This is an optimization exercise on Yosys and OpenROAD, whose aim is small area and a short achievable clock period, not a production implementation.
In this exercise RTL edits were held to simulation tests only and were not proved equivalent to the original.
No activity file was given, so power comes from the tool's default toggle rates.

==> flow/flow/run.sh <==
#!/bin/bash
export BUFFER_PORTS_ARGS="-buffer_cell sky130_fd_sc_hd__buf_1"
bash standard.sh > standard.log 2>&1
==> flow/standard.sh <==
#!/bin/bash
# synth_recipe.tcl (not shown) runs the flow's synth.tcl, then flattens the netlist and writes it again
# the make line also repeats each setting of config.mk as NAME=value (left out here)
make -C /OpenROAD-flow-scripts/flow DESIGN_CONFIG=/design/flow/config.mk WORK_HOME=/design/flow/orfs CLKGATE_MAP_FILE= SYNTH_SCRIPT=/design/flow/synth_recipe.tcl "${@:-finish}"
==> flow/config.mk <==
export PLATFORM = sky130hd
export DESIGN_NAME = validator_array
export DESIGN_NICKNAME = validator_array
export VERILOG_FILES = /design/flow/design.v
export SDC_FILE = /design/flow/constraint.sdc
export NUM_CORES = 4
export LEC_CHECK = 0
export ABC_CLOCK_PERIOD_IN_PS = 2800
export CAP_MARGIN = 20
export CORE_MARGIN = 2
export CORE_UTILIZATION = 45
export CTS_CLUSTER_DIAMETER = 150
export CTS_CLUSTER_SIZE = 20
export SETUP_SLACK_MARGIN = 2.5
export SLEW_MARGIN = 20
export SYNTH_HIERARCHICAL = 1
==> flow/constraint.sdc <==
create_clock -name core_clock -period 5.5 [get_ports {clk}]
set_input_delay 1.1000 -clock core_clock [delete_from_list [all_inputs] [get_ports {clk}]]
set_output_delay 1.1000 -clock core_clock [all_outputs]
set_load 0.01 [all_outputs]
==> flow/design.v <==
package validator_pkg;
    localparam int W_DEF     = 128;
    localparam int LANES_DEF = 4;
    localparam int DEPTH_DEF = 8;
    localparam int DW_DEF    = 8;
    localparam int CNT_W     = 32;
    function automatic logic [CNT_W-1:0] sat_inc(input logic [CNT_W-1:0] v);
        if (v == {CNT_W{1'b1}}) begin
            sat_inc = v;
        end else begin
            sat_inc = v + 1'b1;
        end
    endfunction
endpackage
module sync_fifo
#(
    parameter int W     = validator_pkg::W_DEF,
    parameter int DEPTH = validator_pkg::DEPTH_DEF
) (
    input  logic         clk,
    input  logic         rst,
    input  logic [W-1:0] wr_data,
    input  logic         push,
    input  logic         rd_en,
    output logic [W-1:0] rd_data,
    output logic         empty,
    output logic         full
);
    localparam int SD = DEPTH - 1;              
    logic [SD-1:0] wr_oh_q;
    logic [SD-1:0] rd_oh_q;
    logic [DEPTH:0] occ_q, occ_d;                
    logic          multi_q;                      
    logic          pop;
    logic          head_en;
    logic          to_store;                     
    logic          store_rd;                     
    logic [W-1:0]  head_q, head_d;
    logic [W-1:0]  mem_q [SD];
    assign pop      = rd_en && !occ_q[0];
    assign empty    = occ_q[0];
    assign full     = occ_q[DEPTH];
    assign rd_data  = head_q;
    assign head_en  = occ_q[0] || rd_en;
    assign to_store = push && !occ_q[0] && !(occ_q[1] && rd_en);
    assign store_rd = multi_q && rd_en;
    always_comb begin
        logic [DEPTH:0] if_push, if_hold;
        for (int i = 0; i <= DEPTH; i++) begin
            if_push[i] = pop ? occ_q[i] : ((i > 0) ? occ_q[i-1] : 1'b0);
            if_hold[i] = pop ? ((i < DEPTH) ? occ_q[i+1] : 1'b0) : occ_q[i];
        end
        occ_d = push ? if_push : if_hold;
    end
    always_ff @(posedge clk) begin
        if (rst) begin
            wr_oh_q <= SD'(1);
            rd_oh_q <= SD'(1);
            occ_q   <= (DEPTH+1)'(1);
            multi_q <= 1'b0;
        end else begin
            if (to_store) wr_oh_q <= {wr_oh_q[SD-2:0], wr_oh_q[SD-1]};
            if (store_rd) rd_oh_q <= {rd_oh_q[SD-2:0], rd_oh_q[SD-1]};
            occ_q   <= occ_d;
            multi_q <= !(occ_d[0] || occ_d[1]);
        end
    end
    for (genvar j = 0; j < SD; j++) begin : g_slot
        logic [W-1:0] q;
        always_ff @(posedge clk) begin
            if (wr_oh_q[j] && !occ_q[DEPTH]) q <= wr_data;
        end
        assign mem_q[j] = q;
    end
    logic [DEPTH-1:0]   head_sel;
    logic [DEPTH*W-1:0] head_src;
    always_comb begin
        head_sel = {!multi_q, rd_oh_q & {SD{multi_q}}};
        head_src[SD*W +: W] = wr_data;
        for (int j = 0; j < SD; j++) head_src[j*W +: W] = mem_q[j];
    end
    onehot_mux #(
        .W (W),
        .N (DEPTH)
    ) u_head_mux (
        .sel (head_sel),
        .src (head_src),
        .y   (head_d)
    );
    always_ff @(posedge clk) begin
        if (head_en) head_q <= head_d;
    end
endmodule
module onehot_mux
#(
    parameter int W = validator_pkg::W_DEF,
    parameter int N = validator_pkg::DEPTH_DEF
) (
    input  logic [N-1:0]   sel,
    input  logic [N*W-1:0] src,
    output logic [W-1:0]   y
);
    always_comb begin
        y = '0;
        for (int k = 0; k < N; k++) y = y | (src[k*W +: W] & {W{sel[k]}});
    end
endmodule
module validator_array
#(
    parameter int W     = validator_pkg::W_DEF,
    parameter int LANES = validator_pkg::LANES_DEF,
    parameter int DEPTH = validator_pkg::DEPTH_DEF,
    parameter int DW    = validator_pkg::DW_DEF
) (
    input  logic               clk,
    input  logic               rst,
    input  logic               i_valid,
    input  logic [W-1:0]       i_transaction,
    output logic               i_ready,
    input  logic [DW-1:0]      i_difficulty,
    output logic [LANES-1:0]   lane_valid_o,
    output logic [LANES*W-1:0] lane_data_o,
    input  logic [LANES-1:0]   lane_ack_i,
    input  logic [LANES-1:0]   res_valid_i,
    input  logic [LANES*W-1:0] res_data_i,
    output logic [LANES-1:0]   res_ack_o,
    output logic               o_valid,
    output logic [W-1:0]       o_hash,
    input  logic               o_ready,
    output logic [validator_pkg::CNT_W-1:0]   o_pass_count,
    output logic [validator_pkg::CNT_W-1:0]   o_drop_count
);
    logic [LANES-1:0] fifo_empty;
    logic [LANES-1:0] fifo_full;
    logic [LANES-1:0] fifo_wr;
    logic [LANES-1:0] dsel_q;       
    logic [LANES-1:0] csel_q;       
    logic [LANES-1:0] csel_d;
    logic [LANES-1:0] ack_free_q;   
    logic [LANES-1:0] ack_busy_q;   
    logic             o_valid_d;
    logic             rdy_q;        
    logic             o_valid_q;
    logic [W-1:0]     o_hash_q, o_hash_d;
    logic [validator_pkg::CNT_W-1:0] pass_cnt_q;
    logic [validator_pkg::CNT_W-1:0] drop_cnt_q;
    logic             pass;
    logic             take;
    logic             take_pass;
    logic [LANES-1:0] dsel_nx;
    logic [LANES-1:0] stuck;        
    logic             rdy_stay, rdy_adv;
    logic             res_take;
    lz_screen #(
        .W  (W),
        .DW (DW)
    ) u_screen (
        .t    (i_transaction),
        .d    (i_difficulty),
        .pass (pass)
    );
    assign take      = i_valid && rdy_q;
    assign take_pass = take && pass;
    assign fifo_wr   = dsel_q & {LANES{take_pass}};
    assign dsel_nx   = {dsel_q[LANES-2:0], dsel_q[LANES-1]};
    assign stuck     = fifo_full & ~lane_ack_i;
    assign rdy_stay  = ~|(dsel_q  & stuck);
    assign rdy_adv   = ~|(dsel_nx & stuck);
    always_comb begin
        lane_valid_o = ~fifo_empty;
        i_ready      = rdy_q;
    end
    always_comb begin
        res_ack_o = res_valid_i & {LANES{!rst}} & (ack_free_q | (ack_busy_q & {LANES{o_ready}}));
        res_take  = |res_ack_o;
        csel_d    = res_take ? {csel_q[LANES-2:0], csel_q[LANES-1]} : csel_q;
        o_valid_d = res_take || (o_valid_q && !o_ready);
        o_hash_d  = '0;
        for (int k = 0; k < LANES; k++) begin
            o_hash_d = o_hash_d | (res_data_i[k*W +: W] & {W{csel_q[k]}});
        end
    end
    always_ff @(posedge clk) begin
        if (rst) begin
            dsel_q     <= LANES'(1);
            csel_q     <= LANES'(1);
            ack_free_q <= LANES'(1);
            ack_busy_q <= '0;
            rdy_q      <= 1'b0;
            o_valid_q  <= 1'b0;
        end else begin
            if (take_pass) dsel_q <= dsel_nx;
            csel_q     <= csel_d;
            ack_free_q <= csel_d & {LANES{!o_valid_d}};
            ack_busy_q <= csel_d & {LANES{o_valid_d}};
            rdy_q      <= take_pass ? rdy_adv : rdy_stay;
            o_valid_q  <= o_valid_d;
        end
    end
    always_ff @(posedge clk) begin
        if (!o_valid_q || o_ready) o_hash_q <= o_hash_d;
    end
    sat_counter #(.CW(validator_pkg::CNT_W)) u_pass_cnt (
        .clk (clk),
        .rst (rst),
        .inc (take_pass),
        .q   (pass_cnt_q)
    );
    sat_counter #(.CW(validator_pkg::CNT_W)) u_drop_cnt (
        .clk (clk),
        .rst (rst),
        .inc (take && !pass),
        .q   (drop_cnt_q)
    );
    always_comb begin
        o_valid      = o_valid_q;
        o_hash       = o_hash_q;
        o_pass_count = pass_cnt_q;
        o_drop_count = drop_cnt_q;
    end
    for (genvar k = 0; k < LANES; k++) begin : g_lane
        sync_fifo #(
            .W     (W),
            .DEPTH (DEPTH)
        ) u_fifo (
            .clk     (clk),
            .rst     (rst),
            .wr_data (i_transaction),
            .push    (fifo_wr[k]),
            .rd_en   (lane_ack_i[k]),
            .rd_data (lane_data_o[k*W +: W]),
            .empty   (fifo_empty[k]),
            .full    (fifo_full[k])
        );
    end
endmodule
module lz_screen
#(
    parameter int W  = validator_pkg::W_DEF,
    parameter int DW = validator_pkg::DW_DEF
) (
    input  logic [W-1:0]  t,
    input  logic [DW-1:0] d,
    output logic          pass
);
    localparam int G = W / 8;
    logic [W-1:0] t_rev;
    logic [7:0]   first;            
    logic [G-1:0] whole, part;      
    logic [G-1:0] hit;              
    always_comb begin
        for (int i = 0; i < W; i++) t_rev[i] = t[W-1-i];
        for (int m = 0; m < 8; m++) first[m] = (3'(m) < d[2:0]);
        for (int g = 0; g < G; g++) begin
            whole[g] = (32'(d) >= 32'(8*g + 8));
            part[g]  = (32'(d) >= 32'(8*g)) && (32'(d) < 32'(8*g + 8));
        end
    end
    for (genvar g = 0; g < G; g++) begin : g_grp
        lz_group u_grp (
            .tg    (t_rev[8*g +: 8]),
            .first (first),
            .whole (whole[g]),
            .part  (part[g]),
            .hit   (hit[g])
        );
    end
    assign pass = ~|hit;
endmodule
module lz_group (
    input  logic [7:0] tg,
    input  logic [7:0] first,
    input  logic       whole,
    input  logic       part,
    output logic       hit
);
    assign hit = (whole && |tg) || (part && |(tg & first));
endmodule
module sat_counter
#(
    parameter int CW = validator_pkg::CNT_W
) (
    input  logic          clk,
    input  logic          rst,
    input  logic          inc,
    output logic [CW-1:0] q
);
    always_ff @(posedge clk) begin
        if (rst || inc) q <= rst ? '0 : validator_pkg::sat_inc(q);
    end
endmodule
==> results of run 1 <==
==> cells in the mapped netlist, types with 3 or more instances <==
| library cell | count | area (um^2) |
|---|---|---|
| a21boi_0 | 4 | 30.03 |
| nand3b_1 | 5 | 37.54 |
| and3_1 | 9 | 56.30 |
| a21oi_2 | 4 | 35.03 |
| nand2b_1 | 42 | 262.8 |
| and4_1 | 3 | 26.28 |
| nor2b_1 | 46 | 287.8 |
| edfxtp_1 | 4288 | 128800 |
| or3_1 | 5 | 31.28 |
| clkbuf_8 | 36 | 495.5 |
| nand3_1 | 61 | 305.3 |
| xnor2_1 | 36 | 315.3 |
| inv_1 | 21 | 78.83 |
| o21ai_0 | 12 | 60.06 |
| a21oi_1 | 49 | 245.2 |
| a31oi_1 | 4 | 25.02 |
| nand4_1 | 542 | 3391 |
| nor4_2 | 36 | 450.4 |
| buf_6 | 335 | 3772 |
| mux2i_1 | 52 | 520.5 |
| a21o_1 | 3 | 22.52 |
| and2_1 | 32 | 200.2 |
| clkbuf_1 | 89 | 334.1 |
| mux2_1 | 6 | 67.56 |
| nor3_1 | 15 | 75.07 |
| nand4b_1 | 4 | 35.03 |
| dfxtp_1 | 114 | 2282 |
| nor3b_1 | 6 | 45.04 |
| and2_4 | 4 | 35.03 |
| buf_2 | 61 | 305.3 |
| a22o_1 | 16 | 140.1 |
| nor3b_2 | 4 | 50.05 |
| o22ai_1 | 24 | 150.1 |
| buf_4 | 44 | 330.3 |
| nand2_1 | 209 | 784.5 |
| a211o_1 | 9 | 78.83 |
| nor4_1 | 22 | 137.6 |
| and3b_1 | 3 | 26.28 |
| nor2_1 | 85 | 319.1 |
| or2_2 | 15 | 93.84 |
| o21bai_1 | 5 | 37.54 |
| a211oi_1 | 4 | 30.03 |
| a22oi_1 | 2372 | 17810 |
| xor2_1 | 16 | 140.1 |
==> worst register-to-register path, stage by stage (launching register included) <==
cell and delay (ps):
dfxtp_2 840, and2_4 780, buf_4 710, a22oi_1 170, nand4_1 310
==> Yosys stat by module, one instance, submodules excluded, a selection <==
module	flops+latches	cells inside	cell area, um^2	copies in the design
lz_group	0	9	73.82	16
validator_array	146	657	7277	1
==> power by group <==
part / switching, mW / internal, mW / leakage (nW)
logic: 2.46 / 0.781 / 11.6
clock network: 10.6 / 8.07 / 3.14
registers: 0.505 / 37.5 / 41.4
==> cells in the final DEF (no fill, tap or decap), drive strengths merged, types with 9 or more instances in the layout <==
master / instances
edfxtp: 4288
a22oi: 2372
buf: 1704
nand4: 544
diode: 382
clkbuf: 346
nand2: 209
dfxtp: 114
nor2: 86
nand3: 61
nor4: 59
a21oi: 53
mux2i: 52
nor2b: 46
and2: 43
nand2b: 42
xnor2: 36
inv: 27
o22ai: 24
or2: 17
xor2: 16
conb: 16
a22o: 16
nor3: 16
o21ai: 12
nor3b: 10
a211o: 9
and3: 9
==> final timing paths <==
check	startpoint	endpoint	slack, ps	cells past startpoint
setup / recovery	i_difficulty[2]	g_lane[3].u_fifo.wr_oh_q[4]	1900	16
hold / removal	res_data_i[76]	o_hash_q[76]	410	3
setup reg to reg	g_lane[2].u_fifo.multi_q	g_lane[2].u_fifo.head_q[96]	2460	4
hold reg to reg	g_lane[0].u_fifo.rd_oh_q[6]	g_lane[0].u_fifo.rd_oh_q[6]	470	2
==> repair_timing <==
action                                 4_1_cts  5_1_grt
endpoints found under the hold margin        0        0
setup buffers                               24        8
gates resized for setup                    126       39
pin swaps                                   37       21
gates cloned                                13        3
setup endpoints to repair                  206      163
==> metrics by stage <==
step / setup WS, ps / hold slack, ps / area, um^2
global placement: 145.5 / 451.3 / 172900
global route: 1869 / 391.3 / 181300
CTS: 1948 / 337.9 / 180100
floorplan: 1152 / 440.3 / 163100
detailed placement: 22.16 / 461.3 / 172900
finish: 1898 / 407.5 / 181500
==> registers in the layout, summed over array words and instances, names as in the netlist, named ones only <==
name                    cells
g_lane.u_fifo.g_slot.q   3584
g_lane.u_fifo.head_q      512
o_hash_q                  128
g_lane.u_fifo.occ_q        36
u_drop_cnt.q               32
u_pass_cnt.q               32
g_lane.u_fifo.rd_oh_q      28
g_lane.u_fifo.wr_oh_q      28
ack_busy_q                  4
ack_free_q                  4
dsel_q                      4
g_lane.u_fifo.multi_q       4
csel_q                      1
o_valid_q                   1
rdy_q                       1
==> cells by family after synthesis <==
group | after synthesis | synth area share, %
flops | 4402 | 80.41
fa+ha+maj | 2 | 0.01535
compound gates | 2513 | 11.49
mux | 58 | 0.3608
xor+xnor | 52 | 0.2795
buf+inv | 589 | 3.269
other cells | 1 | 0.002301
simple gates | 1163 | 4.176
==> cell type report <==
class	instances	share of cell area, %
timing repair buffer	1769	5.254
tap	4773	3.291
clock buffer	281	3.453
antenna	382	0.5267
sequential	4402	72.22
inverter	22	0.06757
multi-input combinational	3811	15.08
timing repair inverter	2	0.008273
clock inverter	10	0.09721
==> per-layer routing <==
metal / global-route usage [%] / routed length, um / vias up
met5: 0 / 364 / -
met4: 23.69 / 46690 / 54
met3: 8.393 / 71210 / 1068
met2: 54.82 / 314400 / 7062
met1: 47.42 / 250200 / 53370
li1: - / - / 40020
==> metrics.md, run 1 <==
| Metric | Value |
|---|---|
| Outcome | complete, no violations |
| Sequential Area | 131100 um^2 |
| CP peak stage delay | 440 ps |
| Worst EP required | 6430 ps |
| Tot GR Track Use | 36.33% |
| Critical Path Sink Type | register |
| Fin. Hold Viols | 0 |
| Post-synthesis sequential area ratio | 80.41% |
| Num ports | 1374 |
| Ys async rst share | 0% |
| Cells after DPL | 14730 |
| Die Y | 605.8 um |
| Post-Synthesis Cells | 8780 |
| Critical Path AT | 4530 ps |
| IO buf count | 1373 |
| Final GP Congestion | 0.9820 |
| Leakage | 56.19 nW |
| Unrepaired setup endpoints after global routing | true |
| Setup Skew | 107.4 ps |
| Final period utilization | 65.49% |
| PwrDens | 329.9 nW/um^2 |
| CTS root buf | clkbuf_16 |
| Final setup vio count | 0 |
| Cts bufs inserted | 242 |
| Post-layout util | 50.44% |
| Grt ovf | 0 |
| Post-synthesis cell area | 163000 um^2 |
| Setup TNS | 0 ps |
| Fillers | 29670 |
| Post-DP HPWL | 439100 um |
| Crit-path cells | clkbuf_16 > or3_4 > buf_12 > buf_4 > a22oi_1 > nand4_1 > a22o_1 > nor4_2 > and4_4 > buf_6 > nand3_4 > inv_4 > buf_4 > and2_4 > and2_4 > mux2i_1 |
| Std-Cell Rows | 220 |
| Drt first pass iters | 8 |
| Fin nets | 10910 |
| Final antenna-violating net count | 0 |
| Min Tclk post-route | 3602 ps |
| Iter 0 DRT Violations | 16570 |
| Core box area | 359800 um^2 |
| Max Cap Viol | 0 |
| Hold_buf cts | 0 |
| Routed vias | 101600 |
| Crit Path Max Fanout | 8 |
| Yosys warning count | 12 |
| Slew HR | 7.167% |
| Avg WL per Cell | 44.19 um |
| Peak supply drop | 0.0002962 V |
| WP buf/inv | 6 |
| Worst-Margin Slew | 1392 ps |
| Fin cells | 15450 |
| Critical path type | in -> reg |
| Largest net degree at the start of global routing | 99 |
| First-pass GRT wire length | 885900 um |
| H-tree lvl count | 4 |
| CTS max path bufs | 4 |
| EDFF count, synth | 4288 |
| Drt total wl | 682900 um |
| Initial Utilization | 45.30% |
| Die width | 605.8 um |
| CTS sink cnt | 4402 |
| Initial antenna violation count | 256 |
| Synth Area per Inst | 18.56 um^2 |
| Die ar. | 367000 um^2 |
| Slowest cell on crit path | or3_4 |
| Main synth FF type | edfxtp_1 |
| Worst hold path class | in -> reg |
| Multi-input logic area | 27370 um^2 |
| CP top delay family | simple AND/OR/NAND/NOR gates |
| FF+latch count, synth | 4402 |
| Vias in the first global route | 92060 |
| TritonCTS clock tree | yes |
| Worst setup SP type | primary input |
| Share of layout cells above drive strength 1 | 9.177% |
| Vias/cell | 6.573 |
| Reg clk slew, reported paths | 90 ps |
| Netlist cell types | 65 |
| Power, Total | 59.86 mW |
| Fin. max-slew vios | 0 |
| Layout area overhead | 11.35% |
| Max frequency | 0.2776 GHz |
| Clock Latency Late Sink | 1010 ps |
| DR DRC count | 0 |
==> run 2: changes to the inputs <==
--- a/flow/design.v
+++ b/flow/design.v
@@ -54,16 +54,16 @@
     end
     always_ff @(posedge clk) begin
         if (rst) begin
-            wr_oh_q <= SD'(1);
-            rd_oh_q <= SD'(1);
             occ_q   <= (DEPTH+1)'(1);
             multi_q <= 1'b0;
         end else begin
-            if (to_store) wr_oh_q <= {wr_oh_q[SD-2:0], wr_oh_q[SD-1]};
-            if (store_rd) rd_oh_q <= {rd_oh_q[SD-2:0], rd_oh_q[SD-1]};
             occ_q   <= occ_d;
             multi_q <= !(occ_d[0] || occ_d[1]);
         end
+    end
+    always_ff @(posedge clk) begin
+        if (rst || to_store) wr_oh_q <= rst ? SD'(1) : {wr_oh_q[SD-2:0], wr_oh_q[SD-1]};
+        if (rst || store_rd) rd_oh_q <= rst ? SD'(1) : {rd_oh_q[SD-2:0], rd_oh_q[SD-1]};
     end
     for (genvar j = 0; j < SD; j++) begin : g_slot
         logic [W-1:0] q;
@@ -151,17 +151,28 @@
     logic [LANES-1:0] stuck;        
     logic             rdy_stay, rdy_adv;
     logic             res_take;
+    localparam int NG = W / 8;
+    logic [NG-1:0] hit;
+    logic          pass_r;      
+    logic          pass_f;      
+    logic          pass_p;      
+    logic          pass_d;      
     lz_screen #(
         .W  (W),
         .DW (DW)
     ) u_screen (
-        .t    (i_transaction),
-        .d    (i_difficulty),
-        .pass (pass)
+        .t   (i_transaction),
+        .d   (i_difficulty),
+        .hit (hit)
     );
+    lz_pass #(.G(NG)) u_pass_r (.hit(hit), .pass(pass_r));
+    lz_pass #(.G(NG)) u_pass_f (.hit(hit), .pass(pass_f));
+    lz_pass #(.G(NG)) u_pass_p (.hit(hit), .pass(pass_p));
+    lz_pass #(.G(NG)) u_pass_d (.hit(hit), .pass(pass_d));
+    assign pass = pass_r;
     assign take      = i_valid && rdy_q;
     assign take_pass = take && pass;
-    assign fifo_wr   = dsel_q & {LANES{take_pass}};
+    assign fifo_wr   = dsel_q & {LANES{take && pass_f}};
     assign dsel_nx   = {dsel_q[LANES-2:0], dsel_q[LANES-1]};
     assign stuck     = fifo_full & ~lane_ack_i;
     assign rdy_stay  = ~|(dsel_q  & stuck);
@@ -182,14 +193,12 @@
     end
     always_ff @(posedge clk) begin
         if (rst) begin
-            dsel_q     <= LANES'(1);
             csel_q     <= LANES'(1);
             ack_free_q <= LANES'(1);
             ack_busy_q <= '0;
             rdy_q      <= 1'b0;
             o_valid_q  <= 1'b0;
         end else begin
-            if (take_pass) dsel_q <= dsel_nx;
             csel_q     <= csel_d;
             ack_free_q <= csel_d & {LANES{!o_valid_d}};
             ack_busy_q <= csel_d & {LANES{o_valid_d}};
@@ -198,18 +207,21 @@
         end
     end
     always_ff @(posedge clk) begin
+        if (rst || take_pass) dsel_q <= rst ? LANES'(1) : dsel_nx;
+    end
+    always_ff @(posedge clk) begin
         if (!o_valid_q || o_ready) o_hash_q <= o_hash_d;
     end
     sat_counter #(.CW(validator_pkg::CNT_W)) u_pass_cnt (
         .clk (clk),
         .rst (rst),
-        .inc (take_pass),
+        .inc (take && pass_p),
         .q   (pass_cnt_q)
     );
     sat_counter #(.CW(validator_pkg::CNT_W)) u_drop_cnt (
         .clk (clk),
         .rst (rst),
-        .inc (take && !pass),
+        .inc (take && !pass_d),
         .q   (drop_cnt_q)
     );
     always_comb begin
@@ -239,42 +251,45 @@
     parameter int W  = validator_pkg::W_DEF,
     parameter int DW = validator_pkg::DW_DEF
 ) (
-    input  logic [W-1:0]  t,
+    input  logic [W-1:0]   t,
+    input  logic [DW-1:0]  d,
+    output logic [W/8-1:0] hit
+);
+    for (genvar g = 0; g < W / 8; g++) begin : g_grp
+        lz_group #(
+            .G  (g),
+            .DW (DW)
+        ) u_grp (
+            .tg  (t[W-1-8*g -: 8]),
+            .d   (d),
+            .hit (hit[g])
+        );
+    end
+endmodule
+module lz_group
+#(
+    parameter int G  = 0,
+    parameter int DW = validator_pkg::DW_DEF
+) (
+    input  logic [7:0]    tg,
     input  logic [DW-1:0] d,
-    output logic          pass
-);
-    localparam int G = W / 8;
-    logic [W-1:0] t_rev;
-    logic [7:0]   first;            
-    logic [G-1:0] whole, part;      
-    logic [G-1:0] hit;              
-    always_comb begin
-        for (int i = 0; i < W; i++) t_rev[i] = t[W-1-i];
-        for (int m = 0; m < 8; m++) first[m] = (3'(m) < d[2:0]);
-        for (int g = 0; g < G; g++) begin
-            whole[g] = (32'(d) >= 32'(8*g + 8));
-            part[g]  = (32'(d) >= 32'(8*g)) && (32'(d) < 32'(8*g + 8));
-        end
-    end
-    for (genvar g = 0; g < G; g++) begin : g_grp
-        lz_group u_grp (
-            .tg    (t_rev[8*g +: 8]),
-            .first (first),
-            .whole (whole[g]),
-            .part  (part[g]),
-            .hit   (hit[g])
-        );
-    end
+    output logic          hit
+);
+    logic [7:0] first;              
+    always_comb begin
+        for (int m = 0; m < 8; m++) first[m] = (32'(d) > 32'(8*G + m));
+        hit = 1'b0;
+        for (int m = 0; m < 8; m++) hit = hit | (tg[7-m] && first[m]);
+    end
+endmodule
+module lz_pass
+#(
+    parameter int G = validator_pkg::W_DEF / 8
+) (
+    input  logic [G-1:0] hit,
+    output logic         pass
+);
     assign pass = ~|hit;
-endmodule
-module lz_group (
-    input  logic [7:0] tg,
-    input  logic [7:0] first,
-    input  logic       whole,
-    input  logic       part,
-    output logic       hit
-);
-    assign hit = (whole && |tg) || (part && |(tg & first));
 endmodule
 module sat_counter
 #(
==> run 2 against run 1 <==
Hold slack got worse by 16 ps. Critical path depth decreased by 3. Clock power hardly changed. Via count up 1.2%. Die area up 0.48%. Critical path type unchanged. Largest power group unchanged. Highest routed layer unchanged.
==> metrics.md, run 2 <==
| Metric | Value |
|---|---|
| TritonCTS clock tree | yes |
| Cts bufs inserted | 244 |
| Die width | 607.2 um |
| Reg2reg end | g_lane[1].u_fifo.head_q[44] |
| Final antenna-violating net count | 0 |
| CTS sink cnt | 4402 |
| Crit Path Max Fanout | 27 |
| Num ports | 1374 |
| EDFF count, synth | 4348 |
| H-tree lvl count | 4 |
| R2R cell count | 4 |
| Top-area cell type share of the netlist area | 79.73% |
| Worst setup SP type | primary input |
| Biggest regs | g_lane.u_fifo.g_slot.q (3584), g_lane.u_fifo.head_q (512), o_hash_q (128) |
| Slew HR | 11.68% |
| Commonest non-fill, non-tap cell in the layout | edfxtp_1 |
| Post-Synthesis Cells | 8821 |
| Post-synthesis sequential area ratio | 80.39% |
| Most flops, register | g_lane.u_fifo.g_slot.q |
| Clock power frac | 29.6% |
| Clock Latency Late Sink | 1040 ps |
| Post-synth top cells | edfxtp_1, a22oi_1, nand4_1 |
| Core box area | 362200 um^2 |
| Final GP Congestion | 1.143 |
| Int Power | 48.15 mW |
| Crit path capture | u_pass_cnt.q[15] |
| Switching Fraction | 24.09% |
| FF+latch count, synth | 4402 |
| Min Tclk post-route | 3599 ps |
| Final period utilization | 65.44% |
| P_sw | 15.28 mW |
| IO buf count | 1373 |
| Synth Area per Inst | 18.56 um^2 |
| Fin cells | 15260 |
| HP Start | i_transaction[70] |
| Critical Path AT | 4280 ps |
| Vias in the first global route | 92800 |
| Ys async rst share | 0% |
| Netlist cell types | 95 |
| Grt ovf | 0 |
| Critical path type | in -> reg |
| Fin. Hold Viols | 0 |
| Yosys warning count | 27 |
| Setup Skew | 112.2 ps |
| Die ar. | 368700 um^2 |
| Avg WL per Cell | 46.39 um |
| Worst hold path class | in -> reg |
| Post-synthesis cell area | 163800 um^2 |
| Share of layout cells above drive strength 1 | 9.373% |
| CTS max path bufs | 4 |
| CP peak stage delay | 560 ps |
| Final setup vio count | 0 |
| Max frequency | 0.2778 GHz |
| Vias/cell | 6.735 |
| Peak supply drop | 0.0003047 V |
| Drt total wl | 708000 um |
| Critical Path Sink Type | register |
| WHS Path Cells | 1 |
| Leakage | 58.53 nW |
| Drt first pass iters | 8 |
| CTS root buf | clkbuf_16 |
| CP top delay family | simple AND/OR/NAND/NOR gates |
| Setup TNS | 0 ps |
| Ranking of synthesized cells by area | edfxtp_1, a22oi_1, buf_6 |
| Main synth FF type | edfxtp_1 |
| Layout area overhead | 11.38% |
| R2R Setup Slk | 2750 ps |
| CP Launch Point | i_difficulty[0] |
| Std-Cell Rows | 221 |
| Crit. path cell count | 13 |
| Dominant cell by count in the synthesized netlist | edfxtp_1 |
| Number of flip-flops in the largest register | 3584 |
| Tot GR Track Use | 37.41% |
| Cells after DPL | 14770 |
| Worst setup margin | 1901 ps |
| Worst EP required | 6180 ps |
| Max Cap Viol | 0 |
| Synth area leader | edfxtp_1 |
| Fin nets | 10930 |
| Unrepaired setup endpoints after global routing | true |
| Initial Utilization | 45.21% |
| DR DRC count | 0 |
| Largest net degree at the start of global routing | 97 |
| Slowest cell on crit path | or4_4 |
| Fin. max-slew vios | 0 |
| Initial antenna violation count | 193 |
| Iter 0 DRT Violations | 17730 |
| Outcome | complete, no violations |
| First-pass GRT wire length | 920900 um |
| Combinational fraction of design power | 7.4% |
| Crit-path cells | clkbuf_16 > buf_12 > or4_4 > o22ai_2 > a21oi_1 > a221o_1 > nor4_4 > and4_4 > buf_12 > and3_1 > a21o_1 > buf_6 > clkbuf_16 |
| WP buf/inv | 5 |
| Sequential share of power | 63.0% |
| Die Y | 607.2 um |
| R2R Path Start | g_lane[1].u_fifo.multi_q |
| Fillers | 29740 |
| Routed vias | 102800 |
| Commonest non-fill, non-tap cells in the layout | edfxtp_1, a22oi_1, buf_1, nand4_1, clkbuf_16 |
| Reg clk slew, reported paths | 100 ps |
| Post-DP HPWL | 461700 um |
| PwrDens | 347.8 nW/um^2 |
| Worst-Margin Slew | 1325 ps |
| Pre-CTS setup slack | 203.3 ps |
## run 2: cell types whose count changed in the layout (fill, tap and decap cells not counted), moves of 21 or more
cell,change
nand2_1,-31
buf_12,+32
diode_2,-253
nor2b_1,+46
nand2b_1,-24
clkbuf_1,+21
a22oi_1,-51
dfxtp_1,-65
clkbuf_2,-28
buf_4,-48
edfxtp_1,+60
buf_2,+21
nor4_2,-31
## run 2: power by group through the flow
stage / clock, mW / sequential [mW] / combinational (mW)
after floorplan: 0 / 40.6 / 1.15
after global placement: 0 / 40.6 / 4.47
after detailed placement: 0 / 40.7 / 4.52
after CTS: 18.9 / 39.9 / 4.61
after global routing: 20.0 / 40.1 / 4.77
final: 18.8 / 39.9 / 4.70
## run 2: routing by layer
metal,up-vias,GRT usage [%],share of wire [%]
met5,-,0,0.041
met4,46,13.76,4.6
met3,990,7.954,11
met2,7736,57.90,46
met1,54090,52.32,39
li1,39930,-,-
## run 2: logic make-up (layout without fill, tap and decap cells)
group / Yosys count / after routing / synth area share (%)
DFF: 4402 / 4402 / 80.39
other: 0 / 129 / 0
buffers and inverters: 587 / 2104 / 3.230
AOI/OAI and AO/OA: 2540 / 2540 / 11.56
and+or+nand+nor: 1199 / 1199 / 4.276
adders and majority gates: 2 / 2 / 0.01528
xor gates and xnor gates: 52 / 52 / 0.2781
muxes: 39 / 39 / 0.2460
## run 2: worst min path at each step
stage                                        to  slack, ps
4_1_cts        g_lane[2].u_fifo.g_slot[5].q[70]        330
2_1_floorplan         g_lane[0].u_fifo.occ_q[8]        480
5_1_grt        g_lane[2].u_fifo.g_slot[5].q[70]        360
3_3_place_gp        g_lane[1].u_fifo.rd_oh_q[0]        520
6_report       g_lane[2].u_fifo.g_slot[5].q[70]        390
3_5_place_dp          g_lane[2].u_fifo.occ_q[8]        510
## run 2: final cells by class
cell class / count / area (um^2) / area share [%]
clock inverter: 17 / 254.0 / 0.1393
timing repair buffer: 1752 / 10000 / 5.485
inverter: 33 / 143.9 / 0.07889
clock buffer: 302 / 6345 / 3.479
multi-input combinational: 3832 / 27650 / 15.16
antenna: 129 / 322.8 / 0.1770
tap: 4794 / 5998 / 3.289
sequential: 4402 / 131700 / 72.19
## run 2: what timing repair did
item,CTS,global route
hold buffers,0,0
cloned,3,5
hold endpoints to repair,0,0
gates resized for setup,224,51
buffers inserted,23,6
setup endpoints to repair,195,149
pin swaps,40,22
## run 2: stage by stage
stage | instance area (um^2) | util, % | power (mW) | hold slack [ps]
3_5_place_dp | 174000 | 48.04 | 45.19 | 509.3
3_3_place_gp | 174000 | 48.03 | 45.07 | 516.6
4_1_cts | 181700 | 50.15 | 63.47 | 332.0
6_report | 182400 | 50.35 | 63.43 | 391.2
2_1_floorplan | 163800 | - | 41.79 | 482.5
5_1_grt | 182200 | 50.31 | 64.81 | 364.0
==> run 3: changes to the inputs <==
--- a/flow/design.v
+++ b/flow/design.v
@@ -152,7 +152,7 @@
     logic             rdy_stay, rdy_adv;
     logic             res_take;
     localparam int NG = W / 8;
-    logic [NG-1:0] hit;
+    logic [NG-1:0] nhit;
     logic          pass_r;      
     logic          pass_f;      
     logic          pass_p;      
@@ -161,14 +161,14 @@
         .W  (W),
         .DW (DW)
     ) u_screen (
-        .t   (i_transaction),
-        .d   (i_difficulty),
-        .hit (hit)
+        .t    (i_transaction),
+        .d    (i_difficulty),
+        .nhit (nhit)
     );
-    lz_pass #(.G(NG)) u_pass_r (.hit(hit), .pass(pass_r));
-    lz_pass #(.G(NG)) u_pass_f (.hit(hit), .pass(pass_f));
-    lz_pass #(.G(NG)) u_pass_p (.hit(hit), .pass(pass_p));
-    lz_pass #(.G(NG)) u_pass_d (.hit(hit), .pass(pass_d));
+    lz_pass u_pass_r (.nhit(nhit), .pass(pass_r));
+    lz_pass u_pass_f (.nhit(nhit), .pass(pass_f));
+    lz_pass u_pass_p (.nhit(nhit), .pass(pass_p));
+    lz_pass u_pass_d (.nhit(nhit), .pass(pass_d));
     assign pass = pass_r;
     assign take      = i_valid && rdy_q;
     assign take_pass = take && pass;
@@ -253,43 +253,92 @@
 ) (
     input  logic [W-1:0]   t,
     input  logic [DW-1:0]  d,
-    output logic [W/8-1:0] hit
+    output logic [W/8-1:0] nhit
 );
-    for (genvar g = 0; g < W / 8; g++) begin : g_grp
-        lz_group #(
-            .G  (g),
-            .DW (DW)
-        ) u_grp (
-            .tg  (t[W-1-8*g -: 8]),
-            .d   (d),
-            .hit (hit[g])
+    localparam int G = W / 8;
+    logic [G-1:0] whole, part;
+    logic [7:0]   lt;               
+    lz_decode #(
+        .G  (G),
+        .DW (DW)
+    ) u_dec (
+        .d     (d),
+        .whole (whole),
+        .part  (part),
+        .lt    (lt)
+    );
+    for (genvar g = 0; g < G; g++) begin : g_grp
+        logic [7:0] tg;             
+        for (genvar m = 0; m < 8; m++) begin : g_bit
+            assign tg[m] = t[W-1-8*g-m];
+        end
+        lz_group u_grp (
+            .tg    (tg),
+            .lt    (lt),
+            .whole (whole[g]),
+            .part  (part[g]),
+            .nhit  (nhit[g])
         );
     end
 endmodule
-module lz_group
+module lz_decode
 #(
-    parameter int G  = 0,
+    parameter int G  = validator_pkg::W_DEF / 8,
     parameter int DW = validator_pkg::DW_DEF
 ) (
-    input  logic [7:0]    tg,
     input  logic [DW-1:0] d,
-    output logic          hit
+    output logic [G-1:0]  whole,
+    output logic [G-1:0]  part,
+    output logic [7:0]    lt
 );
-    logic [7:0] first;              
     always_comb begin
-        for (int m = 0; m < 8; m++) first[m] = (32'(d) > 32'(8*G + m));
-        hit = 1'b0;
-        for (int m = 0; m < 8; m++) hit = hit | (tg[7-m] && first[m]);
+        for (int g = 0; g < G; g++) begin
+            whole[g] = (32'(d) >= 32'(8*g + 8));
+            part[g]  = (32'(d) >= 32'(8*g)) && (32'(d) < 32'(8*g + 8));
+        end
+        for (int m = 0; m < 8; m++) lt[m] = (3'(d) > 3'(m));
     end
 endmodule
-module lz_pass
-#(
-    parameter int G = validator_pkg::W_DEF / 8
-) (
-    input  logic [G-1:0] hit,
-    output logic         pass
+module lz_group (
+    input  logic [7:0] tg,
+    input  logic [7:0] lt,
+    input  logic       whole,
+    input  logic       part,
+    output logic       nhit
 );
-    assign pass = ~|hit;
+    logic [3:0] np;                 
+    logic [1:0] nz;                 
+    logic       partial, any;
+    for (genvar k = 0; k < 4; k++) begin : g_pair
+        g_a22oi u_p (.a0(tg[2*k]), .b0(lt[2*k]), .a1(tg[2*k+1]), .b1(lt[2*k+1]), .y(np[k]));
+    end
+    g_nand4 u_partial (.a(np[0]), .b(np[1]), .c(np[2]), .d(np[3]), .y(partial));
+    g_nor4  u_z0      (.a(tg[0]), .b(tg[1]), .c(tg[2]), .d(tg[3]), .y(nz[0]));
+    g_nor4  u_z1      (.a(tg[4]), .b(tg[5]), .c(tg[6]), .d(tg[7]), .y(nz[1]));
+    g_nand2 u_any     (.a(nz[0]), .b(nz[1]), .y(any));
+    g_a22oi u_hit     (.a0(whole), .b0(any), .a1(part), .b1(partial), .y(nhit));
+endmodule
+module lz_pass (
+    input  logic [15:0] nhit,
+    output logic        pass
+);
+    logic [3:0] h4;                 
+    for (genvar k = 0; k < 4; k++) begin : g_q
+        g_nand4 u_q (.a(nhit[4*k]), .b(nhit[4*k+1]), .c(nhit[4*k+2]), .d(nhit[4*k+3]), .y(h4[k]));
+    end
+    g_nor4 u_pass (.a(h4[0]), .b(h4[1]), .c(h4[2]), .d(h4[3]), .y(pass));
+endmodule
+module g_a22oi (input logic a0, b0, a1, b1, output logic y);
+    assign y = !((a0 && b0) || (a1 && b1));
+endmodule
+module g_nand4 (input logic a, b, c, d, output logic y);
+    assign y = !(a && b && c && d);
+endmodule
+module g_nor4 (input logic a, b, c, d, output logic y);
+    assign y = !(a || b || c || d);
+endmodule
+module g_nand2 (input logic a, b, output logic y);
+    assign y = !(a && b);
 endmodule
 module sat_counter
 #(
==> run 3 against run 2 <==
Now fails the layout checks on slew limit. Clock power about the same. Largest cell class unchanged. Sequential share of layout area increased by 0.42 points. Critical endpoint is now u_pass_cnt.q[1]. Synthesized area decreased by 0.18%. Combinational power decreased by 7.7%. Clock-buffer cell count decreased by 19. Total power decreased by 0.99%. Core utilization decreased by 0.26 points. Critical path depth unchanged.
==> metrics.md, run 3 <==
| Metric | Value |
|---|---|
| Post-synth top cells | edfxtp_1, a22oi_1, nand4_1 |
| Reg2reg end | g_lane[1].u_fifo.head_q[84] |
| Iter 0 DRT Violations | 16680 |
| Routed vias | 100900 |
| Core box area | 362000 um^2 |
| Slew HR | -0.1299% |
| R2R Setup Slk | 2560 ps |
| Fin nets | 10780 |
| Biggest regs | g_lane.u_fifo.g_slot.q (3584), g_lane.u_fifo.head_q (512), o_hash_q (128) |
| Post-DP HPWL | 421600 um |
| Slowest cell on crit path | or3_4 |
| Initial antenna violation count | 197 |
| Die ar. | 368100 um^2 |
| Share of layout cells above drive strength 1 | 9.733% |
| Post-Synthesis Cells | 8698 |
| CTS sink cnt | 4402 |
| Setup Skew | 85.02 ps |
| Worst EP required | 6190 ps |
| Tot GR Track Use | 35.73% |
| Final antenna-violating net count | 0 |
| Yosys warning count | 12 |
| Worst setup SP type | primary input |
| Dominant cell by count in the synthesized netlist | edfxtp_1 |
| Leakage | 57.80 nW |
| Ys async rst share | 0% |
| Peak supply drop | 0.0002834 V |
| Worst-Margin Slew | 1502 ps |
| PwrDens | 346.4 nW/um^2 |
| Fin cells | 15170 |
| Sequential Area | 131700 um^2 |
| Multi-input logic area | 27270 um^2 |
| Unrepaired setup endpoints after global routing | true |
| Main synth FF type | edfxtp_1 |
| FF+latch count, synth | 4402 |
| Grt ovf | 0 |
| Initial Utilization | 45.16% |
| Final period utilization | 61.51% |
| Violated checks | slew limit |
| Synth Area per Inst | 18.79 um^2 |
| HP Start | res_data_i[172] |
| Max Cap Viol | 0 |
| H-tree lvl count | 4 |
| TritonCTS clock tree | yes |
| Worst hold path class | in -> reg |
| Cts bufs inserted | 242 |
| IO buf count | 1373 |
| Post-synthesis sequential area ratio | 80.53% |
| Max frequency | 0.2956 GHz |
| Vias in the first global route | 91270 |
| Ranking of synthesized cells by area | edfxtp_1, a22oi_1, buf_6 |
| Largest net degree at the start of global routing | 142 |
| Fin. Hold Viols | 0 |
| CTS root buf | clkbuf_16 |
| Critical Path Sink Type | register |
| Min Tclk post-route | 3383 ps |
| WHS Path Cells | 3 |
| Commonest non-fill, non-tap cells in the layout | edfxtp_1, a22oi_1, buf_1, nand4_1, buf_4 |
| Die width | 606.7 um |
| Reg clk slew, reported paths | 110 ps |
| Top-area cell type share of the netlist area | 79.87% |
| Avg WL per Cell | 44.28 um |
| Clock Latency Late Sink | 990 ps |
| First-pass GRT wire length | 873500 um |
| Netlist cell types | 55 |
| Commonest non-fill, non-tap cell in the layout | edfxtp_1 |
| DR DRC count | 0 |
| Final setup vio count | 0 |
| Die Y | 606.7 um |
| Drt first pass iters | 8 |
| Outcome | failed layout checks |
| Drt total wl | 671700 um |
| Crit Path Max Fanout | 16 |
| Cells after DPL | 14650 |
| R2R Path Start | g_lane[1].u_fifo.multi_q |
| Critical path type | in -> reg |
| CP peak stage delay | 420 ps |
| Fillers | 29790 |
| Most flops, register | g_lane.u_fifo.g_slot.q |
| EDFF count, synth | 4348 |
| Synth area leader | edfxtp_1 |
| Number of flip-flops in the largest register | 3584 |
| CTS max path bufs | 4 |
| Num ports | 1374 |
| Setup TNS | 0 ps |
| R2R cell count | 4 |
| Hold Crit Endpoint | o_hash_q[44] |
| Std-Cell Rows | 221 |
| Most frequent CP cell | buf_12 |
| Layout area overhead | 10.92% |
| Critical Path AT | 4070 ps |
| Fin. max-slew vios | 3 |
| Final GP Congestion | 0.9934 |
| Crit-path cells | buf_8 > or3_4 > buf_12 > a22oi_2 > nand4_1 > buf_4 > a22oi_2 > nand4_1 > nor4_2 > and3_4 > buf_12 > a21o_4 > buf_12 |
| Vias/cell | 6.654 |
| Post-synthesis cell area | 163500 um^2 |
==> run 3: cell types whose count changed in the layout (fill, tap and decap cells not counted), sizes merged, moves of 10 or more <==
cell / delta
nand4: +26
a211oi: -10
o21ai: -24
diode: +75
nand3: -15
buf: -25
nor3: -13
a21oi: -25
inv: -18
a22oi: +78
nor2: -13
o211ai: -11
==> run 3: routing by layer <==
| metal | up-vias | routed length, um | GRT usage, % |
|---|---|---|---|
| li1 | 39470 | - | - |
| met1 | 52920 | 247700 | 47.56 |
| met2 | 7347 | 304200 | 53.47 |
| met3 | 1149 | 76320 | 9.391 |
| met4 | 50 | 43190 | 19.92 |
| met5 | - | 346 | 0.6402 |
==> run 3: Yosys stat by module (local to each module, per instance), excerpt <==
module           area, um^2  cells
validator_array        7325    653
g_a22oi               12.51      1
g_nand2               3.754      1
g_nand4               6.256      1
g_nor4                12.51      1
==> run 3: cells by family after synthesis <==
logic type	after synthesis	synth area share (%)
fa+ha+maj	2	0.01531
other cells	1	0.002294
mux	38	0.2396
simple gates	1152	4.184
buf+inv	574	3.207
flops	4402	80.53
xor+xnor	52	0.2786
compound gates	2477	11.54
==> run 3: worst max-delay path by stage <==
stage	start	to	slack, ps	cells past startpoint
CTS	i_difficulty[0]	u_pass_cnt.q[13]	2300	13
finish	i_difficulty[0]	u_pass_cnt.q[1]	2120	13
detailed placement	i_difficulty[1]	g_lane[0].u_fifo.wr_oh_q[5]	760	12
floorplan	g_lane[0].u_fifo.occ_q[8]	g_lane[0].u_fifo.g_slot[0].q[0]	1150	2
global route	i_difficulty[0]	u_pass_cnt.q[0]	2150	13
global placement	i_difficulty[1]	g_lane[0].u_fifo.wr_oh_q[3]	790	12
==> run 3: timing repair <==
item | CTS | global route
endpoints found under the hold margin | 0 | 0
pin swaps | 23 | 41
cloned | 3 | 1
buffers inserted | 14 | 4
hold buffers | 0 | 0
endpoints found under the setup margin | 155 | 141
resized for setup | 120 | 43
==> run 3: where the power goes <==
group / leakage [nW] / switching, mW / total (mW) / internal, mW
Combinational: 11.5 / 3.43 / 4.34 / 0.901
Sequential: 43.1 / 0.778 / 39.9 / 39.1
Clock: 3.13 / 10.6 / 18.6 / 8.01
==> run 3: layout make-up <==
cell class | count | share of cell area [%]
tap | 4794 | 3.308
timing repair buffer | 1736 | 5.157
inverter | 18 | 0.04830
clock buffer | 283 | 3.448
clock inverter | 11 | 0.1021
multi-input combinational | 3722 | 15.04
antenna | 204 | 0.2815
sequential | 4402 | 72.61
==> run 3: critical path: cells and delay by family <==
| family | cells | cell delay, ps |
|---|---|---|
| AOI/OAI and AO/OA | 3 | 480 |
| and+or+nand+nor | 5 | 1580 |
| buffers and inverters | 5 | 860 |
==> run 3: through the flow <==
step           setup WS (ps)  cell area (um^2)  util [%]  power, mW  hold WS [ps]
2_1_floorplan           1152            163500         -      41.81         482.5
3_3_place_gp           790.1            173100     47.83      44.64         514.6
3_5_place_dp           755.5            173400     47.90      44.79         510.0
4_1_cts                 2298            180400     49.85      62.83         343.3
5_1_grt                 2152            181200     50.05      64.25         407.2
6_report                2117            181300     50.09      62.81         407.7
==> run 4: changes to the inputs <==
--- a/flow/config.mk
+++ b/flow/config.mk
@@ -12,5 +12,5 @@
 export CTS_CLUSTER_DIAMETER = 150
 export CTS_CLUSTER_SIZE = 20
 export SETUP_SLACK_MARGIN = 2.5
-export SLEW_MARGIN = 20
+export SLEW_MARGIN = 35
 export SYNTH_HIERARCHICAL = 1
==> run 4 against run 3 <==
The run now finishes clean. Routed wire length rose by 0.43%. Clock power barely moved. Non-clock buffer count rose by 50. Global-route usage rose by 0.12 points. Worst setup slack improved by 68 ps. Die area did not move. Core utilization rose by 0.26 points. Sequential cell count did not move. Maximum frequency rose by 2.0%. Highest routed layer unchanged.
==> metrics.md, run 4 <==
| Metric | Value |
|---|---|
| FF+latch count, synth | 4402 |
| DR DRC count | 0 |
| Fin. Hold Viols | 0 |
| Worst setup SP type | primary input |
| Dominant cell by count in the synthesized netlist | edfxtp_1 |
| Initial Utilization | 45.16% |
| Die ar. | 368100 um^2 |
| Critical path type | in -> reg |
| PwrDens | 345.2 nW/um^2 |
| Final GP Congestion | 0.9934 |
| Post-synthesis sequential area ratio | 80.53% |
| H-tree lvl count | 4 |
| Fin. max-slew vios | 0 |
| Max Cap Viol | 0 |
| CTS root buf | clkbuf_16 |
| Crit Path Max Fanout | 8 |
| Commonest non-fill, non-tap cells in the layout | edfxtp_1, a22oi_1, buf_1, nand4_1, buf_4 |
| R2R cell count | 4 |
| Die width | 606.7 um |
| Num ports | 1374 |
| Min Tclk post-route | 3315 ps |
| First-pass GRT wire length | 876400 um |
| Clock Latency Late Sink | 1040 ps |
| Synth area leader | edfxtp_1 |
| CP peak stage delay | 410 ps |
| Most flops, register | g_lane.u_fifo.g_slot.q |
| Share of layout cells above drive strength 1 | 10.41% |
| Crit. path cell count | 13 |
| Max frequency | 0.3016 GHz |
| Avg WL per Cell | 44.31 um |
| Vias/cell | 6.689 |
| Vias in the first global route | 91540 |
| Netlist cell types | 55 |
| Post-layout util | 50.35% |
| WP buf/inv | 4 |
| Final antenna-violating net count | 0 |
| Hold Crit Endpoint | g_lane[0].u_fifo.g_slot[3].q[74] |
| Post-synth top cells | edfxtp_1, a22oi_1, nand4_1 |
| Iter 0 DRT Violations | 16310 |
| Unrepaired setup endpoints after global routing | true |
| Layout area overhead | 11.49% |
| Number of flip-flops in the largest register | 3584 |
| Worst-Margin Slew | 1304 ps |
| IO buf count | 1373 |
| Pre-CTS setup slack | 755.2 ps |
| Worst setup margin | 2185 ps |
| Fillers | 29770 |
| Post-DP HPWL | 426400 um |
| R2R Path Start | g_lane[0].u_fifo.multi_q |
| Outcome | complete, no violations |
| Std-Cell Rows | 221 |
| Biggest regs | g_lane.u_fifo.g_slot.q (3584), g_lane.u_fifo.head_q (512), o_hash_q (128) |
| Final setup vio count | 0 |
| WHS Path Cells | 1 |
| Slowest cell on crit path | or3_4 |
| Commonest non-fill, non-tap cell in the layout | edfxtp_1 |
| Worst EP required | 6160 ps |
| Peak supply drop | 0.0003059 V |
| Drt first pass iters | 7 |
| Synth Area per Inst | 18.79 um^2 |
| Core box area | 362000 um^2 |
| Yosys warning count | 12 |
| HP Start | i_transaction[74] |
| CP top delay family | simple AND/OR/NAND/NOR gates |
| Largest net degree at the start of global routing | 142 |
| Drt total wl | 674600 um |
| Critical Path AT | 3980 ps |
| Grt ovf | 0 |
| Setup TNS | 0 ps |
| EDFF count, synth | 4348 |
| Top-area cell type share of the netlist area | 79.87% |
| Cts bufs inserted | 242 |
| Post-synthesis cell area | 163500 um^2 |
| Post-Synthesis Cells | 8698 |
| CTS max path bufs | 4 |
| Slew HR | 13.06% |
| CTS sink cnt | 4402 |
| Ys async rst share | 0% |
| Main synth FF type | edfxtp_1 |
| Leakage | 58.30 nW |
| Initial antenna violation count | 210 |
| Worst hold path class | in -> reg |
| Power, Total | 62.91 mW |
| R2R Setup Slk | 2690 ps |
| Setup Skew | 95.92 ps |
| Final period utilization | 60.28% |
| Fin nets | 10830 |
| Critical Path Sink Type | register |
| Ranking of synthesized cells by area | edfxtp_1, a22oi_1, buf_6 |
| Reg2reg end | g_lane[0].u_fifo.head_q[65] |
| Die Y | 606.7 um |
| TritonCTS clock tree | yes |
| Hold Slack | 399.6 ps |
| Crit-path cells | buf_8 > or3_4 > buf_12 > a22oi_2 > nand4_1 > buf_4 > a22oi_2 > buf_4 > nand4_1 > nor4_2 > and3_4 > and2_4 > a21o_4 |
| Routed vias | 101800 |
| Reg clk slew, reported paths | 80 ps |
| Tot GR Track Use | 35.84% |
run 4: cell types whose count changed in the layout (fill, tap and decap cells not counted), moves of 4 or more:
cell,delta
buf_1,-20
clkbuf_2,+20
diode_2,+18
buf_4,+16
buf_16,+15
clkbuf_1,-14
buf_12,+10
clkbuf_4,+4
inv_6,-4
run 4: Yosys stat by module, one instance, submodules excluded, excerpt:
module           cell area (um^2)  flip-flops and latches  cells inside  copies in the design
g_a22oi                     12.51                       0             1                    80
validator_array              7325                     146           653                     1
g_nand4                     6.256                       0             1                    32
g_nand2                     3.754                       0             1                    16
g_nor4                      12.51                       0             1                    36
run 4: cells by family after synthesis:
logic type,synth area share (%)
other,0.002294
xor gates and xnor gates,0.2786
and+or+nand+nor,4.184
buffers and inverters,3.207
adders and majority gates,0.01531
AOI/OAI and AO/OA,11.54
muxes,0.2396
DFF,80.53
run 4: final cells by class:
class | instances | area [um^2] | share of cell area, %
Clock inverter | 12 | 251.5 | 0.1380
Multi-Input combinational cell | 3722 | 27260 | 14.96
Timing Repair Buffer | 1786 | 10210 | 5.602
Tap cell | 4794 | 5998 | 3.291
Antenna cell | 222 | 555.5 | 0.3048
Inverter | 18 | 90.09 | 0.04943
Clock buffer | 270 | 6225 | 3.415
Sequential cell | 4402 | 131700 | 72.24
run 4: what timing repair did:
| action | CTS | global route |
|---|---|---|
| buffers inserted | 20 | 10 |
| gates cloned | 2 | 3 |
| pin swaps | 39 | 26 |
| hold buffers | 0 | 0 |
| resized for setup | 126 | 37 |
| endpoints found under the setup margin | 153 | 142 |
run 4: report_power, final:
part | switching [mW] | internal (mW) | total [mW]
clock network | 10.6 | 8.06 | 18.7
logic | 3.45 | 0.943 | 4.39
registers | 0.779 | 39.1 | 39.9
run 4: per-layer routing:
| layer | part of all wire [%] | GRT usage, % | vias to the layer above |
|---|---|---|---|
| met3 | 11 | 9.782 | 1199 |
| li1 | - | - | 39590 |
| met5 | 0.063 | 0 | - |
| met2 | 45 | 53.00 | 7467 |
| met1 | 37 | 47.62 | 53520 |
| met4 | 6.4 | 21.17 | 66 |
run 4: worst max-delay path by stage:
stage                                          from                         endpoint  slack (ps)
after floorplan           g_lane[0].u_fifo.occ_q[8]  g_lane[0].u_fifo.g_slot[0].q[0]        1150
after global placement              i_difficulty[1]      g_lane[0].u_fifo.wr_oh_q[3]         790
after detailed placement            i_difficulty[1]      g_lane[2].u_fifo.wr_oh_q[3]         760
after CTS                           i_difficulty[0]                 u_pass_cnt.q[10]        2300
after global routing                i_difficulty[0]                  u_pass_cnt.q[7]        2130
final                               i_difficulty[0]      g_lane[0].u_fifo.wr_oh_q[2]        2180
run 4: per-stage QoR:
step / instance area, um^2 / std cells
3_5_place_dp: 174100 / 14680
6_report: 182300 / 15230
2_1_floorplan: 163500 / 8698
4_1_cts: 181200 / 14980
5_1_grt: 182100 / 15170
3_3_place_gp: 173100 / 14640
==> run 5: changes to the inputs <==
--- a/flow/design.v
+++ b/flow/design.v
@@ -72,23 +72,26 @@
         end
         assign mem_q[j] = q;
     end
-    logic [DEPTH-1:0]   head_sel;
-    logic [DEPTH*W-1:0] head_src;
+    logic [DEPTH:0]       head_sel;
+    logic [(DEPTH+1)*W-1:0] head_src;
     always_comb begin
-        head_sel = {!multi_q, rd_oh_q & {SD{multi_q}}};
-        head_src[SD*W +: W] = wr_data;
+        head_sel = {!occ_q[0] && !rd_en,
+                    !multi_q && head_en,
+                    rd_oh_q & {SD{multi_q && rd_en}}};
+        head_src[DEPTH*W +: W] = head_q;
+        head_src[SD*W +: W]    = wr_data;
         for (int j = 0; j < SD; j++) head_src[j*W +: W] = mem_q[j];
     end
     onehot_mux #(
         .W (W),
-        .N (DEPTH)
+        .N (DEPTH + 1)
     ) u_head_mux (
         .sel (head_sel),
         .src (head_src),
         .y   (head_d)
     );
     always_ff @(posedge clk) begin
-        if (head_en) head_q <= head_d;
+        head_q <= head_d;
     end
 endmodule
 module onehot_mux
@@ -186,10 +189,6 @@
         res_take  = |res_ack_o;
         csel_d    = res_take ? {csel_q[LANES-2:0], csel_q[LANES-1]} : csel_q;
         o_valid_d = res_take || (o_valid_q && !o_ready);
-        o_hash_d  = '0;
-        for (int k = 0; k < LANES; k++) begin
-            o_hash_d = o_hash_d | (res_data_i[k*W +: W] & {W{csel_q[k]}});
-        end
     end
     always_ff @(posedge clk) begin
         if (rst) begin
@@ -209,8 +208,22 @@
     always_ff @(posedge clk) begin
         if (rst || take_pass) dsel_q <= rst ? LANES'(1) : dsel_nx;
     end
+    logic [LANES:0]       hash_sel;
+    logic [(LANES+1)*W-1:0] hash_src;
+    always_comb begin
+        hash_sel = {o_valid_q && !o_ready, csel_q & {LANES{!o_valid_q || o_ready}}};
+        hash_src = {o_hash_q, res_data_i};
+    end
+    onehot_mux #(
+        .W (W),
+        .N (LANES + 1)
+    ) u_hash_mux (
+        .sel (hash_sel),
+        .src (hash_src),
+        .y   (o_hash_d)
+    );
     always_ff @(posedge clk) begin
-        if (!o_valid_q || o_ready) o_hash_q <= o_hash_d;
+        o_hash_q <= o_hash_d;
     end
     sat_counter #(.CW(validator_pkg::CNT_W)) u_pass_cnt (
         .clk (clk),
--- a/flow/config.mk
+++ b/flow/config.mk
@@ -12,5 +12,5 @@
 export CTS_CLUSTER_DIAMETER = 150
 export CTS_CLUSTER_SIZE = 20
 export SETUP_SLACK_MARGIN = 2.5
-export SLEW_MARGIN = 35
+export SLEW_MARGIN = 20
 export SYNTH_HIERARCHICAL = 1
==> run 5 against run 4 <==
Die area is 1.2% lower. Maximum frequency fell by 12%. Cell area about the same. Largest cell class unchanged. Cell count is 1.1% higher. Global-route usage grew 0.39 points.
==> metrics.md, run 5 <==
| Metric | Value |
|---|---|
| Outcome | complete, no violations |
| Unrepaired setup endpoints after global routing | true |
| Die ar. | 363700 um^2 |
| Number of flip-flops in the largest register | 3584 |
| Post-synthesis cell area | 161500 um^2 |
| Hold Slack | 274.4 ps |
| Dominant cell by count in the synthesized netlist | edfxtp_1 |
| Biggest regs | g_lane.u_fifo.g_slot.q (3584), g_lane.u_fifo.head_q (512), o_hash_q (128) |
| TritonCTS clock tree | yes |
| Commonest non-fill, non-tap cell in the layout | edfxtp_1 |
| Final antenna-violating net count | 0 |
| Post-synthesis sequential area ratio | 77.55% |
| Vias/cell | 6.621 |
| Leakage | 61.13 nW |
| Core box area | 356500 um^2 |
| Iter 0 DRT Violations | 17180 |
| Drt total wl | 678800 um |
| Worst setup margin | 1733 ps |
| Cts bufs inserted | 244 |
| Initial antenna violation count | 202 |
| Top-area cell type share of the netlist area | 68.94% |
| Post-layout util | 51.08% |
| Post-DP HPWL | 449700 um |
| Grt ovf | 0 |
| Critical path type | in -> reg |
| Pre-CTS setup slack | 121.3 ps |
| Slew HR | 14.83% |
| Area after DPL | 173400 um^2 |
| Multi-input logic area | 33050 um^2 |
| Die Y | 603.1 um |
| CTS root buf | clkbuf_16 |
| Post-route cell area | 182100 um^2 |
| Min Tclk post-route | 3767 ps |
| Power, Total | 63.82 mW |
| Ys async rst share | 0% |
| Cells after DPL | 14630 |
| HP Start | res_data_i[333] |
| FF+latch count, synth | 4402 |
| Post-synth top cells | edfxtp_1, dfxtp_1, a22oi_1 |
| Fin. Hold Viols | 0 |
| Commonest non-fill, non-tap cells in the layout | edfxtp_1, buf_1, dfxtp_1, a22oi_1, a222oi_1 |
| Drt first pass iters | 10 |
| Setup Skew | 111.0 ps |
| Worst EP required | 6370 ps |
| Fin cells | 15400 |
| Main synth FF type | edfxtp_1 |
| Ranking of synthesized cells by area | edfxtp_1, dfxtp_1, a221oi_2 |
| Die width | 603.1 um |
| Critical Path Sink Type | register |
| Num ports | 1374 |
| Setup TNS | 0 ps |
| Netlist cell types | 56 |
| Synth area leader | edfxtp_1 |
| Synth Area per Inst | 18.40 um^2 |
| Crit Path Max Fanout | 8 |
| Most flops, register | g_lane.u_fifo.g_slot.q |
| Vias in the first global route | 92970 |
| Hold_buf cts | 0 |
| Share of layout cells above drive strength 1 | 18.72% |
| Largest net degree at the start of global routing | 114 |
| Tot GR Track Use | 36.23% |
| CTS max path bufs | 4 |
| Reg clk slew, reported paths | 100 ps |
| Routed vias | 101900 |
| Critical Path AT | 4640 ps |
| Final setup vio count | 0 |
| Post-Synthesis Cells | 8775 |
| First-pass GRT wire length | 886100 um |
| Fin nets | 10810 |
| Clock Latency Late Sink | 1040 ps |
| H-tree lvl count | 4 |
| Avg WL per Cell | 44.09 um |
| Yosys warning count | 13 |
| EDFF count, synth | 3708 |
| Fillers | 29300 |
| Peak supply drop | 0.0003539 V |
| Final GP Congestion | 1.061 |
| Max Cap Viol | 0 |
| CP Launch Point | i_difficulty[0] |
| Max frequency | 0.2654 GHz |
| PwrDens | 350.5 nW/um^2 |
| Sequential Area | 125300 um^2 |
| Layout area overhead | 12.76% |
| IO buf count | 1373 |
| Final period utilization | 68.49% |
| Worst hold path class | in -> reg |
| Worst-Margin Slew | 1278 ps |
| Worst setup SP type | primary input |
| Initial Utilization | 45.30% |
| Std-Cell Rows | 219 |
| DR DRC count | 0 |
| R2R Path Start | g_lane[3].u_fifo.occ_q[8] |
| Fin. max-slew vios | 0 |
| CTS sink cnt | 4402 |
## run 5: changes by cell type after synthesis, moves of 70 or more
| cell | delta |
|---|---|
| buf_6 | -164 |
| buf_1 | +70 |
| nand4_1 | -512 |
| buf_2 | +130 |
| edfxtp_1 | -640 |
| clkbuf_1 | +100 |
| a22o_2 | +376 |
| dfxtp_1 | +640 |
| nand3_1 | +512 |
| a22o_1 | +136 |
| a22oi_1 | -1664 |
| a222oi_1 | +640 |
| a221oi_2 | +476 |
## run 5: layout make-up
class,instances,share of cell area (%)
Sequential cell,4402,68.80
Multi-Input combinational cell,3730,18.15
Timing Repair Buffer,1751,5.406
Clock buffer,439,3.778
Tap cell,4751,3.264
Antenna cell,292,0.4013
Clock inverter,16,0.1649
Inverter,15,0.03367
## run 5: worst paths after layout
| path | to | slack [ps] | cells past startpoint |
|---|---|---|---|
| setup / recovery | g_lane[1].u_fifo.occ_q[3] | 1730 | 16 |
| hold / removal | o_hash_q[77] | 270 | 3 |
| setup reg to reg | g_lane[3].u_fifo.g_slot[3].q[85] | 2760 | 3 |
| hold reg to reg | g_lane[3].u_fifo.head_q[66] | 400 | 2 |
## run 5: layer usage
metal | track usage, % | wire length, um | vias up
met4 | 19.90 | 42550 | 64
met5 | 0 | 423 | -
met3 | 10.20 | 79930 | 995
met1 | 46.04 | 244000 | 53550
li1 | - | - | 40580
met2 | 56.24 | 311900 | 6760
## run 5: report_power, final
group / leakage, nW / total, mW / internal [mW] / switching (mW)
Clock: 3.39 / 19.6 / 8.58 / 11.0
Sequential: 41.7 / 39.5 / 38.3 / 1.14
Combinational: 16.0 / 4.81 / 1.21 / 3.60
## run 5: worst max-delay path, stage by stage
cell	delay (ps)
clkbuf_2	140
or3_4	380
buf_12	190
buf_8	140
a22oi_2	180
nand4_1	380
buf_4	290
a22oi_2	200
nand4_1	200
nor4_4	410
buf_4	170
and3_4	250
and2_4	190
buf_6	130
or2_4	170
o22ai_2	90
## run 5: repair_timing
action,4_1_cts,5_1_grt
setup buffers,9,6
pin swaps,43,18
endpoints found under the setup margin,219,153
resized for setup,169,33
endpoints found under the hold margin,0,0
cloned,3,1
## run 5: Yosys stat by module, one instance, submodules excluded, excerpt
module / cell area, um^2 / flip-flops and latches / copies in the design
validator_array: 3453 / 146 / 1
g_a22oi: 12.51 / 0 / 80
g_nor4: 12.51 / 0 / 36
g_nand4: 6.256 / 0 / 32
g_nand2: 3.754 / 0 / 16
## run 5: logic make-up (layout without fill, tap and decap cells)
logic type | count (synthesis) | count (layout) | share of synthesized area (%)
AO/OA/AOI/OAI | 2477 | 2477 | 15.60
buffers and inverters | 643 | 2221 | 2.457
flip-flops | 4402 | 4402 | 77.55
AND/OR/NAND/NOR | 1160 | 1160 | 3.857
XOR/XNOR | 52 | 52 | 0.2820
other | 1 | 293 | 0.002322
multiplexers | 38 | 38 | 0.2402
adder cells (fa/ha/maj) | 2 | 2 | 0.01549

afterwards: timing with drivers on the ports:
How much do the figures lean on ideal ports? The routed layouts below were timed once more, with nothing changed but the port constraints. Step 1 assumes that a clkbuf_16 drives the clock port and a buf_2 every other input. Step 2 adds t to the input delays and takes it off the output delays; t is the mean of the earliest and latest rising clock arrival at the registers after step 1. Input paths then give back, and output paths get back, about the clock's delay inside the block. a / b / c = no drivers / after step 1 / after step 2; a / b = the first two.
| run | t (ns) | setup WS [ns] | slew at the worst register clock pin (ns) | cell pins on the clock port's net |
|---|---|---|---|---|
| run 1 | 1.073 | 1.898 / 1.903 / 0.829 | 0.11 / 0.11 | 1 |
| run 2 | 1.108 | 1.901 / 1.941 / 0.833 | 0.10 / 0.10 | 1 |
| run 3 | 1.077 | 2.117 / 2.139 / 1.062 | 0.11 / 0.11 | 1 |
| run 4 | 1.083 | 2.185 / 2.191 / 1.108 | 0.11 / 0.11 | 1 |
| run 5 | 1.096 | 1.733 / 1.731 / 0.635 | 0.11 / 0.11 | 1 |
For run 5, which loses most, drivers alone change the setup slack by -0.002 ns; drivers and shift together by -1.098 ns.
